From an optimization exercise on the open Yosys and OpenROAD flow, aimed at small area; shortcuts taken in it are not production practice.
In this exercise RTL edits were held to simulation tests only and were not proved equivalent to the original.
Power is estimated from default activity; no workload was simulated.

==> inputs of raven <==
## mips_exec_top
module mips_exec_top (
  input  logic        clock,
  input  logic        reset_n,
  input  logic [5:0]  opc,
  input  logic [5:0]  func,
  input  logic [4:0]  Number1,
  input  logic [4:0]  Number2,
  output logic [31:0] exit
);
==> flow/config.mk <==
export PLATFORM = sky130hd
export DESIGN_NAME = mips_exec_top
export DESIGN_NICKNAME = mips_exec_top
export VERILOG_FILES = /design/flow/design.v
export SDC_FILE = /design/flow/constraint.sdc
export NUM_CORES = 4
export LEC_CHECK = 0
export CAP_MARGIN = 20
export CORE_MARGIN = 2
export CORE_UTILIZATION = 45
export CTS_BUF_LIST = sky130_fd_sc_hd__clkbuf_8
export CTS_CLUSTER_DIAMETER = 45
export CTS_CLUSTER_SIZE = 14
export GPL_TIMING_DRIVEN = 0
export SETUP_SLACK_MARGIN = 0.3
export SLEW_MARGIN = 20
export SYNTH_HIERARCHICAL = 1
==> flow/constraint.sdc <==
create_clock -name core_clock -period 7.0 [get_ports {clock}]
set_input_delay 1.4000 -clock core_clock [delete_from_list [all_inputs] [get_ports {clock}]]
set_output_delay 1.4000 -clock core_clock [all_outputs]
set_load 0.01 [all_outputs]
standard.sh (not shown) runs the stock make flow with config.mk's settings and CLKGATE_MAP_FILE= SYNTH_SCRIPT=/design/flow/synth_recipe.tcl, a recipe that flattens the netlist after the stock synthesis.
==> flow/flow/run.sh <==
#!/bin/bash
# Layout flow: the standard ORFS flow (standard.sh, unchanged synthesis)
# with three settings changed: port buffers are buf_4 (instead of the delay
# cells the default choice picks); the resizer may change a gate's drive
# strength across footprints (MATCH_CELL_FOOTPRINT=0), so it can upsize a
# weak gate instead of adding buffers after it; and CTS builds the tree from
# clkbuf_8 in small sink clusters without dummy load cells.
# make's full output goes to flow_make.log in this folder; ORFS keeps each
# tool's own log under orfs/logs/.
set -euo pipefail
bash standard.sh \
  BUFFER_PORTS_ARGS="-buffer_cell sky130_fd_sc_hd__buf_4" \
  MATCH_CELL_FOOTPRINT=0 \
  CTS_ARGS="-sink_clustering_enable -repair_clock_nets -sink_clustering_size 14 -sink_clustering_max_diameter 45 -buf_list sky130_fd_sc_hd__clkbuf_8 -dont_use_dummy_load" \
  finish > flow_make.log 2>&1
==> tundra (differences from raven) <==
--- a/flow/flow/run.sh
+++ b/flow/flow/run.sh
@@ -13,3 +13,3 @@
   MATCH_CELL_FOOTPRINT=0 \
-  CTS_ARGS="-sink_clustering_enable -repair_clock_nets -sink_clustering_size 14 -sink_clustering_max_diameter 45 -buf_list sky130_fd_sc_hd__clkbuf_8 -dont_use_dummy_load" \
+  CTS_ARGS="-sink_clustering_enable -repair_clock_nets -sink_clustering_size 20 -sink_clustering_max_diameter 60 -buf_list sky130_fd_sc_hd__clkbuf_8 -dont_use_dummy_load" \
   finish > flow_make.log 2>&1
--- a/flow/config.mk
+++ b/flow/config.mk
@@ -11,4 +11,4 @@
 export CTS_BUF_LIST = sky130_fd_sc_hd__clkbuf_8
-export CTS_CLUSTER_DIAMETER = 45
-export CTS_CLUSTER_SIZE = 14
+export CTS_CLUSTER_DIAMETER = 60
+export CTS_CLUSTER_SIZE = 20
 export GPL_TIMING_DRIVEN = 0
==> ember (differences from raven) <==
==> flow/flow/run.sh (replaced) <==
#!/bin/bash
# Layout flow: the standard ORFS flow (standard.sh, unchanged synthesis),
# with faster port buffers (buf_4 instead of the default delay-cell choice).
# make's full output goes to flow_make.log in this folder; ORFS keeps each
# tool's own log under orfs/logs/.
set -euo pipefail
bash standard.sh \
  BUFFER_PORTS_ARGS="-buffer_cell sky130_fd_sc_hd__buf_4" \
  finish > flow_make.log 2>&1
--- a/flow/config.mk
+++ b/flow/config.mk
@@ -14,3 +14,3 @@
 export GPL_TIMING_DRIVEN = 0
-export SETUP_SLACK_MARGIN = 0.3
+export SETUP_SLACK_MARGIN = 0.2
 export SLEW_MARGIN = 20
==> summary of the runs <==
Against tundra, the cell area of raven is larger by 0.68%. Clock power, highest first: ember, raven, tundra. Of ember and raven, ember has the higher wire length (gap about 1.1%, measured against raven). In area after synthesis, raven and ember do not differ. Non-clock buffer count, lowest first: ember, raven, tundra. Combinational power is about the same in ember and tundra. Worst setup slack, highest first: raven, tundra, ember. Of ember and raven, ember has the higher critical path depth (gap 1).
==> figures <==
P_clk: raven 0.00339 W; tundra 0.00296 W; ember 0.00459 W
Period minus WS final: raven 6.74 ns; tundra 6.76 ns; ember 6.87 ns
Result of the run: raven no timing/DRC/antenna violations; tundra no timing/DRC/antenna violations; ember no timing/DRC/antenna violations
Count of placed standard cells including taps: raven 4811; tundra 4811; ember 4800
Clock transition time at the flip-flop clock pins of the worst setup and hold paths: raven 0.05 ns; tundra 0.08 ns; ember 0.08 ns
Area taken by multi-input logic gates: raven 17200 µm²; tundra 17200 µm²; ember 17200 µm²
Layout Cell Area excl Fill: raven 56100 µm²; tundra 55700 µm²; ember 56800 µm²
Pre-antenna DRT Iters: raven 11; tundra 12; ember 13
Cells resized by post-CTS repair: raven 46; tundra 45; ember 42
Fraction of final layout cells with drive strength greater than 1: raven 0.227; tundra 0.224; ember 0.241
Launch point of the worst reg-to-reg path: raven wr_q[27]; tundra wr_q[27]; ember wr_q[4]
Detail Route met3 WL: raven 29500 µm; tundra 29400 µm; ember 32900 µm
Clock Power Share: raven 0.299; tundra 0.272; ember 0.366
Number of global-route vias before repair: raven 37000; tundra 36700; ember 37100
Worst setup timing slack at the placement stage: raven -2.66 ns; tundra -2.66 ns; ember -3.14 ns
Global-route wire length before repair: raven 271000 µm; tundra 270000 µm; ember 273000 µm
Proportion of final cell area spent on non-clock buffers: raven 0.0685; tundra 0.0696; ember 0.0619
Actual slew at the worst max-slew pin: raven 1.17 ns; tundra 1.13 ns; ember 1.16 ns

what the ideal ports hide:
How much do the figures lean on ideal ports? The routed layouts below were timed once more, with nothing changed but the port constraints.
Step 1 (the two cells are an assumption about what drives the block):
set clk [get_ports {clock}]
set_driving_cell -lib_cell sky130_fd_sc_hd__clkbuf_16 $clk
set_driving_cell -lib_cell sky130_fd_sc_hd__buf_2 [delete_from_list [all_inputs] $clk]
Step 2 adds t to the input delays and takes it off the output delays; t is the mean of the earliest and latest rising clock arrival at the registers after step 1. Input paths then give back, and output paths get back, about the clock's delay inside the block.
a / b / c = ideal / step 1 / step 2; a / b = the first two.
run	shift t [ns]	setup slack, ns	worst setup path after step 2	worst data-port slew with drivers (ns)	pins driven straight from the clock port
raven	0.855	0.261 / 0.301 / -0.554	input to register	0.04	1
tundra	0.816	0.236 / 0.276 / -0.540	input to register	0.04	1
ember	0.888	0.126 / 0.159 / -0.729	input to register	0.10	1
With both steps, setup timing fails in every run listed, where it was met with ideal ports. The setup slack of ember, which loses most, moves by +0.033 ns with the drivers and by -0.855 ns with both steps.
